What follows belongs to an exercise in optimizing a design on an open flow for small area, a short achievable clock period and few clock cycles; a production flow would make more cautious choices. Function was checked by simulation only, so behaviour that the tests miss may differ from the original. No run shown here takes its clock network from TritonCTS; it comes from the design's own scripts or RTL. The clock input has no modelled driver; a real chip could not lean on it and would need a root buffer or a full tree. No activity file was given, so power comes from the tool's default toggle rates.

==> flow/design.v (outline; a module is shown in full before it is edited, if it fits) <==
// module polar_encoder: 1120 lines
// module pe_ax2: 3 lines
// module pe_a2: 3 lines
// module pe_x2: 3 lines
// module pe_sw: 3 lines
module polar_encoder
(
    input  logic       clk,
    input  logic       rst_n,
    input  logic       start,
    input  logic [9:0] N,
    input  logic [7:0] K,
    input  logic       in_valid,
    input  logic       in_bit,
    output logic       in_ready,
    output logic       out_valid,
    output logic       out_bit,
    input  logic       out_ready,
    output logic       busy,
    output logic       out_last
);
  // ...
==> flow/flow/run.sh <==
#!/bin/bash
# The standard layout with two changes:
#  - plain buffers (buf_2) on the ports, instead of the delay cell that
#    buffer_ports picks by default;
#  - a two-level clock tree built by flow/cts.tcl in place of TritonCTS.
set -e
export BUFFER_PORTS_ARGS="-buffer_cell sky130_fd_sc_hd__buf_2"
bash standard.sh place > standard_place.log 2>&1
export FLOW_RES=$PWD/orfs/results/sky130hd/polar_encoder/base
mkdir -p orfs/logs/sky130hd/polar_encoder/base
openroad -no_init -exit flow/cts.tcl > cts.log 2>&1
cp cts.log orfs/logs/sky130hd/polar_encoder/base/4_1_cts.log
bash standard.sh > standard.log 2>&1
==> flow/flow/cts.tcl <==
# Clock tree for this design, in place of TritonCTS: the clock port drives
# four root clkbuf_16s, each driving the clkbuf_16s of about four of the 16
# flip-flop clusters (k-means on the flip-flops' locations). Two buffer
# levels give a lower insertion delay than TritonCTS's three.
set plat $::env(FLOW_HOME)/platforms/sky130hd
set res $::env(FLOW_RES)
read_liberty $plat/lib/sky130_fd_sc_hd__tt_025C_1v80.lib
read_db $res/3_place.odb
read_sdc $res/3_place.sdc
source $plat/setRC.tcl
source [file dirname [info script]]/mcts.tcl
mcts_build 16 sky130_fd_sc_hd__clkbuf_16 sky130_fd_sc_hd__clkbuf_16 4
set_propagated_clock [all_clocks]
detailed_placement
check_placement -verbose
estimate_parasitics -placement
report_clock_skew
report_checks -path_delay max -group_path_count 5 -format full_clock_expanded
report_check_types -max_slew -max_capacitance -violators
write_db $res/4_1_cts.odb
write_sdc -no_timestamp $res/4_cts.sdc
==> flow/flow/mcts.tcl <==
# Manual two-level clock tree: root clkbuf near the die centre driving one
# clkbuf per cluster of flip-flops (k-means on clock pin locations).
# Manual two-level clock tree: see cts.tcl.
proc mcts_build { nclus bufname rootname {nroot 1} } {
  set db [ord::get_db]
  set block [ord::get_db_block]
  set clknet [$block findNet clk]
  set sinks {}
  foreach it [$clknet getITerms] {
    set inst [$it getInst]
    set bb [$inst getBBox]
    lappend sinks [list $it [expr {([$bb xMin]+[$bb xMax])/2}] [expr {([$bb yMin]+[$bb yMax])/2}]]
  }
  set n [llength $sinks]
  # k-means init: spread along sorted order
  set sorted [lsort -real -index 1 $sinks]
  set cents {}
  for {set k 0} {$k < $nclus} {incr k} {
    set s [lindex $sorted [expr {int(($k + 0.5) * $n / $nclus)}]]
    lappend cents [list [lindex $s 1] [lindex $s 2]]
  }
  for {set iter 0} {$iter < 40} {incr iter} {
    set sx {}; set sy {}; set sc {}
    for {set k 0} {$k < $nclus} {incr k} { lappend sx 0.0; lappend sy 0.0; lappend sc 0 }
    set assign {}
    foreach s $sinks {
      set best -1; set bd 1e30
      for {set k 0} {$k < $nclus} {incr k} {
        set c [lindex $cents $k]
        set d [expr {abs([lindex $s 1]-[lindex $c 0]) + abs([lindex $s 2]-[lindex $c 1])}]
        if {$d < $bd} { set bd $d; set best $k }
      }
      lappend assign $best
      lset sx $best [expr {[lindex $sx $best] + [lindex $s 1]}]
      lset sy $best [expr {[lindex $sy $best] + [lindex $s 2]}]
      lset sc $best [expr {[lindex $sc $best] + 1}]
    }
    for {set k 0} {$k < $nclus} {incr k} {
      if {[lindex $sc $k] > 0} {
        lset cents $k [list [expr {[lindex $sx $k]/[lindex $sc $k]}] [expr {[lindex $sy $k]/[lindex $sc $k]}]]
      }
    }
  }
  set m [$db findMaster $bufname]
  set rm [$db findMaster $rootname]
  # group the cluster centres into nroot groups (k-means)
  set rc {}
  set sc [lsort -real -index 0 $cents]
  for {set r 0} {$r < $nroot} {incr r} { lappend rc [lindex $sc [expr {int(($r + 0.5) * $nclus / $nroot)}]] }
  for {set iter 0} {$iter < 30} {incr iter} {
    set rass {}
    set ax {}; set ay {}; set an {}
    for {set r 0} {$r < $nroot} {incr r} { lappend ax 0.0; lappend ay 0.0; lappend an 0 }
    foreach c $cents {
      set best 0; set bd 1e30
      for {set r 0} {$r < $nroot} {incr r} {
        set d [expr {abs([lindex $c 0]-[lindex $rc $r 0]) + abs([lindex $c 1]-[lindex $rc $r 1])}]
        if {$d < $bd} { set bd $d; set best $r }
      }
      lappend rass $best
      lset ax $best [expr {[lindex $ax $best] + [lindex $c 0]}]
      lset ay $best [expr {[lindex $ay $best] + [lindex $c 1]}]
      lset an $best [expr {[lindex $an $best] + 1}]
    }
    for {set r 0} {$r < $nroot} {incr r} {
      if {[lindex $an $r] > 0} { lset rc $r [list [expr {[lindex $ax $r]/[lindex $an $r]}] [expr {[lindex $ay $r]/[lindex $an $r]}]] }
    }
  }
  set rootnets {}
  for {set r 0} {$r < $nroot} {incr r} {
    set root [odb::dbInst_create $block $rm clkroot_buf_$r]
    $root setLocation [expr {int([lindex $rc $r 0])}] [expr {int([lindex $rc $r 1])}]
    $root setPlacementStatus PLACED
    set rn [odb::dbNet_create $block clkroot_net_$r]
    $rn setSigType CLOCK
    [$root findITerm X] connect $rn
    lappend rootnets $rn
    lappend roots $root
  }
  set leafnets {}
  for {set k 0} {$k < $nclus} {incr k} {
    set c [lindex $cents $k]
    set b [odb::dbInst_create $block $m clkleaf_buf_$k]
    $b setLocation [expr {int([lindex $c 0])}] [expr {int([lindex $c 1])}]
    $b setPlacementStatus PLACED
    set ln [odb::dbNet_create $block clkleaf_net_$k]
    $ln setSigType CLOCK
    [$b findITerm A] connect [lindex $rootnets [lindex $rass $k]]
    [$b findITerm X] connect $ln
    lappend leafnets $ln
  }
  set i 0
  foreach s $sinks {
    set it [lindex $s 0]
    $it disconnect
    $it connect [lindex $leafnets [lindex $assign $i]]
    incr i
  }
  foreach root $roots { [$root findITerm A] connect $clknet }
  global_connect
}
==> flow/standard.sh <==
#!/bin/bash
# synth_recipe.tcl (not shown) runs the flow's synth.tcl, then flattens the netlist and writes it again
# the make line also repeats each setting of config.mk as NAME=value (left out here)
make -C /OpenROAD-flow-scripts/flow DESIGN_CONFIG=/design/flow/config.mk WORK_HOME=/design/flow/orfs CLKGATE_MAP_FILE= SYNTH_SCRIPT=/design/flow/synth_recipe.tcl "${@:-finish}"
==> flow/config.mk <==
export PLATFORM = sky130hd
export DESIGN_NAME = polar_encoder
export DESIGN_NICKNAME = polar_encoder
export VERILOG_FILES = /design/flow/design.v
export SDC_FILE = /design/flow/constraint.sdc
export NUM_CORES = 8
export LEC_CHECK = 0
export CAP_MARGIN = 20
export CORE_MARGIN = 2
export CORE_UTILIZATION = 55
export CTS_BUF_LIST = sky130_fd_sc_hd__clkbuf_16
export CTS_CLUSTER_DIAMETER = 100
export CTS_CLUSTER_SIZE = 24
export PLACE_DENSITY = 0.65
export SLEW_MARGIN = 20
export SYNTH_HIERARCHICAL = 1
==> flow/constraint.sdc <==
create_clock -name core_clock -period 30.0 [get_ports {clk}]
set_input_delay 6.0000 -clock core_clock [delete_from_list [all_inputs] [get_ports {clk}]]
set_output_delay 6.0000 -clock core_clock [all_outputs]
set_load 0.01 [all_outputs]
==> impl_metrics.env, run 1 <==
export IMPL_area_sequential_um2=6600
export IMPL_layout_core_utilization=0.605
export IMPL_fin_total_pwr_w=0.000786
export IMPL_grt_overflow=0
export IMPL_grt_first_pass_wirelength_um=69700
export IMPL_timing_critical_path_from="in_ready_q"
export IMPL_fmax_mhz=145
export IMPL_routed_length_on_met1_um=20800
export IMPL_topRoutingLayerUsed="met4"
export IMPL_drc_errors=0
export IMPL_endpoint_kind="output port"
export IMPL_timing_critical_path_to="in_ready"
export IMPL_multiplexer_area_fraction_after_synthesis=0.0176
export IMPL_pwr_share_clk=0.319
export IMPL_run_status="finished clean"
export IMPL_post_route_period_util=0.230
export IMPL_design_final_nets=1878
export IMPL_placement_cell_area_um2=16900
export IMPL_groute_usage_overall=0.281
export IMPL_crit_chain="buf_2"
export IMPL_antenna_violations_before_repair=0
export IMPL_drt_pass1_iter_count=5
export IMPL_flops_and_latches=315
export IMPL_largest_register="slot_q"
export IMPL_clock_insertion_delay_worst_skew_ps=330
export IMPL_worstHoldEndpoint="pact_q"
export IMPL_commonest_non_fill_non_tap_cells_in_the_layout="339 x nand2_1, 282 x dfxtp_1, 265 x xor2_1"
export IMPL_ys_async_sr_fraction=0.0286
export IMPL_largest_register_ff_count=256
export IMPL_netSwitchingFraction=0.265
export IMPL_timing_critical_path_slowest_cell_delay_ps=400
export IMPL_grt_max_degree=107
export IMPL_synth_xor_area_frac=0.155
Testbench counts, summed over its fixed seeds: cycles 51,710.
==> inputs of run 2 (changes only) <==
--- a/flow/design.v
+++ b/flow/design.v
@@ -17,17 +17,17 @@
     input  logic       out_ready,
     output logic       busy,
     output logic       out_last
 );
     function automatic logic [3:0] u4(input int v);
         u4 = v[3:0];
     endfunction
     logic       busy_q, in_ready_q, out_valid_q, out_bit_q, out_last_q;
-    logic       busy_o, out_valid_o;
+    logic       busy_o, in_ready_o, out_valid_o;
     logic       v_q, b_q;         
     logic       m512, m256;       
     logic       su_q;             
     logic       pha_q;            
     logic       init_q;           
     logic       par_q;            
     logic       tv_q, tb_q, tl_q, pact_q;
     logic [3:0] j_q;              
@@ -43,17 +43,17 @@
     assign start_acc = start & ~busy_q &
                        ((N == 10'd128) | (N == 10'd256) | (N == 10'd512));
     assign hs_in  = in_valid & in_ready_q;
     assign hs_out = out_valid_q & out_ready;
     assign prod   = pact_q & ~tv_q;
     assign nm1    = {m512, m512 | m256, 7'h7F};
     assign out_go = hs_in & last_tgt;
     assign busy      = busy_o;
-    assign in_ready  = in_ready_q;
+    assign in_ready  = in_ready_o;
     assign out_valid = out_valid_o;
     assign out_bit   = out_bit_q;
     assign out_last  = out_last_q;
     logic [6:0] binom;
     always_comb begin
         case ({p_q, j_q})
             {4'd0, 4'd0}: binom = 7'd1;
             {4'd1, 4'd0}: binom = 7'd1;
@@ -1022,16 +1022,17 @@
     pe_sw u_sw255 (.s(slot_q[255]), .keep(busy_q), .hi(wr_hi[15]), .lo(wr_lo[15]), .d(slot_d[255]));
     assign xbit = (x_a & ~qj_q[8]) ^ x_b ^ (v_q & b_q);
     always_ff @(posedge clk or negedge rst_n) begin
         if (!rst_n) begin
             busy_q      <= 1'b0;
             in_ready_q  <= 1'b0;
             out_valid_q <= 1'b0;
             busy_o      <= 1'b0;
+            in_ready_o  <= 1'b0;
             out_valid_o <= 1'b0;
             v_q         <= 1'b0;
             tv_q        <= 1'b0;
             su_q        <= 1'b0;
             init_q      <= 1'b0;
         end else begin
             v_q <= hs_in;
             if (!busy_q) begin
@@ -1041,18 +1042,23 @@
                 in_ready_q  <= 1'b0;
                 out_valid_q <= 1'b0;
                 tv_q        <= 1'b0;
             end else begin
                 if (hs_out)    tv_q <= 1'b0;
                 else if (prod) tv_q <= 1'b1;
                 init_q <= su_q & ~pha_q & (p_q == 4'd0);
                 if (k0 | (su_q & ~pha_q & (p_q == 4'd0))) su_q <= 1'b0;
-                if (su_q & ~pha_q & (p_q == 4'd0)) in_ready_q <= 1'b1;
-                else if (in_valid & last_tgt)      in_ready_q <= 1'b0;
+                if (su_q & ~pha_q & (p_q == 4'd0)) begin
+                    in_ready_q <= 1'b1;
+                    in_ready_o <= 1'b1;
+                end else if (in_valid & last_tgt) begin
+                    in_ready_q <= 1'b0;
+                    in_ready_o <= 1'b0;
+                end
                 if (out_go | k0) begin
                     out_valid_q <= 1'b1;
                     out_valid_o <= 1'b1;
                 end
                 if (hs_out && out_last_q) begin
                     out_valid_q <= 1'b0;
                     out_valid_o <= 1'b0;
                     busy_q      <= 1'b0;
==> impl_metrics.env, run 2 <==
export IMPL_drt_wl_total_um=43700
export IMPL_critPathRequiredTime_ps=30230
export IMPL_detail_route_wl_per_cell_um=20.0
export IMPL_endpoint_kind="flop"
export IMPL_groute_usage_overall=0.276
export IMPL_design_final_nets=1872
export IMPL_fmax_mhz=145
export IMPL_yosysSeqAreaShare=0.407
export IMPL_floorplan_die_height_um=176
export IMPL_synth_top_cell_area_share=0.347
export IMPL_power_leakage_nw=7.13
export IMPL_chipWidth_um=176
export IMPL_postSynthAreaPerCell_um2=9.22
export IMPL_setup_worst_path_start_class="input pin"
export IMPL_post_route_period_util=0.229
export IMPL_multiplexer_area_fraction_after_synthesis=0.0183
export IMPL_report_final_setup_viol=0
export IMPL_holdCritPathClass="flop to flop"
export IMPL_placement_rows=62
export IMPL_yosys_register_bits=316
export IMPL_run_status="finished clean"
export IMPL_grt_setup_unrepaired="no"
export IMPL_netSwitchingFraction=0.266
export IMPL_synth_most_common_cell="nand2_1"
export IMPL_area_of_the_core_region_um2=28900
export IMPL_drc_errors=0
export IMPL_initialDrtViolationCount=1085
export IMPL_place_gp_congestion=0.909
export IMPL_ys_flop_type="dfxtp_1"
export IMPL_tightest_slew_ps=1200
export IMPL_ys_async_sr_fraction=0.0316
export IMPL_timing_max_cap_violations=0
export IMPL_rrSetupSlack_ps=24880
export IMPL_slew_violations=0
export IMPL_finalHoldViolCount=0
export IMPL_final_layout_size_suffix_gt1_frac=0.0699
export IMPL_post_synth_num_cell_types=70
export IMPL_synth_top_cells_by_count="322 x nand2_1, 282 x dfxtp_1, 263 x xor2_1"
export IMPL_initial_utilization=0.562
export IMPL_clock_skew_final_ps=55.4
export IMPL_sw_pwr_w=0.000209
export IMPL_max_slew_margin=0.200
export IMPL_port_buffer_count=28
export IMPL_design_internal_power_w=0.000578
export IMPL_cts_reportedPaths_clkPinSlew_ps=100
export IMPL_number_of_global_route_vias_before_repair=12300
export IMPL_powerDensity_nw_per_um2=45.0
export IMPL_yosys_area_top_type="dfxtp_1"
export IMPL_yosysWarningCount=7
export IMPL_grt_first_pass_wirelength_um=68800
export IMPL_synthesis_instances=1762
export IMPL_grt_max_degree=90
export IMPL_grt_overflow=0
export IMPL_time_the_worst_path_needs_with_i_o_delays_and_setup_ps=6880
export IMPL_synth_area_um2=16300
export IMPL_dp_hpwl_um=29400
export IMPL_largest_register_ff_count=256
export IMPL_die_area_um2=30900
export IMPL_setup_total_negative_slack_ps=0
export IMPL_num_io_pins=29
export IMPL_synth_simple_area_share=0.151
export IMPL_antenna_cells_inserted=0
export IMPL_syn_to_final_growth_pct=7.60
export IMPL_power_share_combinational=0.116
export IMPL_synth_compound_area_share=0.214
export IMPL_drt_pass1_iter_count=6
export IMPL_worst_path_max_fanout=4
export IMPL_clock_insertion_delay_worst_skew_ps=330
export IMPL_post_drt_via_cell_ratio=5.98
export IMPL_synth_xor_area_frac=0.153
export IMPL_pwr_share_clk=0.318
export IMPL_layout_core_utilization=0.604
export IMPL_share_seq_of_total_power=0.565
export IMPL_drt_antenna_violating_nets=0
export IMPL_commonest_non_fill_non_tap_cells_in_the_layout="322 x nand2_1, 282 x dfxtp_1, 263 x xor2_1"
export IMPL_synthTopCellsByArea="dfxtp_1 35%, xor2_1 14%, a22o_1 14%"
export IMPL_synth_top_family_by_area="compound AO/OA/AOI/OAI gates"
export IMPL_arr_time_crit_path_ps=7120
export IMPL_antenna_violations_before_repair=0
export IMPL_ir_worst_vdd_uv=50.7
export IMPL_synth_edff_count=24
export IMPL_timing_setup_critical_path_class="input pin to flop"
export IMPL_synth_area_in_adders=0.0345
export IMPL_dr_total_vias=13100
export IMPL_layout_cells_most_common="nand2_1"
export IMPL_largest_register="slot_q"
[run 2: per-module statistics from Yosys (local to each module, per instance)]
module / flops+latches / cells inside
polar_encoder: 316 / 965
pe_ax2: 0 / 3
pe_sw: 0 / 1
pe_x2: 0 / 1
pe_a2: 0 / 1
[run 2: critical path, cell delays in order]
cell and delay (ps):
buf_2 100, and2_1 190, a31oi_1 160, a21boi_1 350, mux2i_1 230, a21oi_1 80
[run 2: worst paths after layout]
kind / endpoint / start / depth (start not counted)
setup / recovery: out_bit_q / in_valid / 6
hold / removal: slot_q[207] / slot_q[207] / 1
setup reg to reg: f_q[0] / c_q[7] / 20
hold reg to reg: slot_q[207] / slot_q[207] / 1
max in group asynchronous: busy_q / rst_n / 1
min in group asynchronous: in_ready_q / rst_n / 1
[run 2: area by class of cell]
type                       instances  area, µm²
multi-input combinational       1368       9390
inverter                          46        173
tap                              384        480
sequential                       316       6620
timing repair buffer              53        328
buffer                            20        500
fill                            2594      11400
[run 2: per-stage QoR]
stage	instance area, µm²	setup WS (ps)	hold WS (ps)	power [W]	std cells
5_1_grt	17500	23040	493	0.000814	2187
2_1_floorplan	16300	23040	448	0.000511	1777
3_3_place_gp	17000	22810	458	0.000544	2167
3_5_place_dp	17000	22810	463	0.000544	2167
6_report	17500	23120	479	0.000787	2187
[run 2: power by group through the flow]
stage,clock (W),combinational (W),sequential (W)
after floorplan,0,0.0000632,0.000448
after global placement,0,0.0000898,0.000454
after detailed placement,0,0.0000902,0.000454
after global routing,0.000268,0.000100,0.000446
final,0.000251,0.0000917,0.000445
[run 2: kinds of logic (layout without fill, tap and decap cells)]
logic type,Yosys count,after routing
buffers and inverters,93,119
adders and majority gates,43,43
other,1,16
AOI/OAI and AO/OA,443,443
DFF,316,316
muxes,27,27
and+or+nand+nor,555,555
xor gates and xnor gates,284,284
[run 2: per-layer routing]
| metal | vias to the layer above | share of wire | track usage | routed length [µm] |
|---|---|---|---|---|
| met4 | 0 | 0.028 | 0.0699 | 1220 |
| li1 | 6306 | - | - | - |
| met3 | 66 | 0.041 | 0.0162 | 1780 |
| met5 | - | 0 | 0 | 0 |
| met1 | 6382 | 0.45 | 0.379 | 19800 |
| met2 | 334 | 0.48 | 0.475 | 20800 |
Testbench counts of run 2, summed over its fixed seeds: cycles 51,710.

==> static timing again, ports no longer ideal <==
How much do the figures lean on ideal ports? The routed layouts below were timed once more, with nothing changed but the port constraints.
Step 1 (the two cells are an assumption about what drives the block):
set clk [get_ports {clk}]
set_driving_cell -lib_cell sky130_fd_sc_hd__clkbuf_16 $clk
set_driving_cell -lib_cell sky130_fd_sc_hd__buf_2 [delete_from_list [all_inputs] $clk]
Step 2 adds t to the input delays and takes it off the output delays; t is the mean of the earliest and latest rising clock arrival at the registers after step 1. Input paths then give back, and output paths get back, about the clock's delay inside the block.
Slacks: ideal / step 1 / step 2; pairs: ideal / step 1.
run	t, ns	setup WS [ns]	clock arrival spread, ns	worst register clock-pin slew, ns	pins driven straight from the clock port
run 1	0.408	23.110 / 23.014 / 22.947	0.046 / 0.046	0.10 / 0.10	4
run 2	0.407	23.116 / 23.028 / 22.789	0.056 / 0.056	0.11 / 0.11	4
After both steps setup and hold are still met in every run listed. For run 2, which loses most, drivers alone change the setup slack by -0.088 ns; drivers and shift together by -0.327 ns.
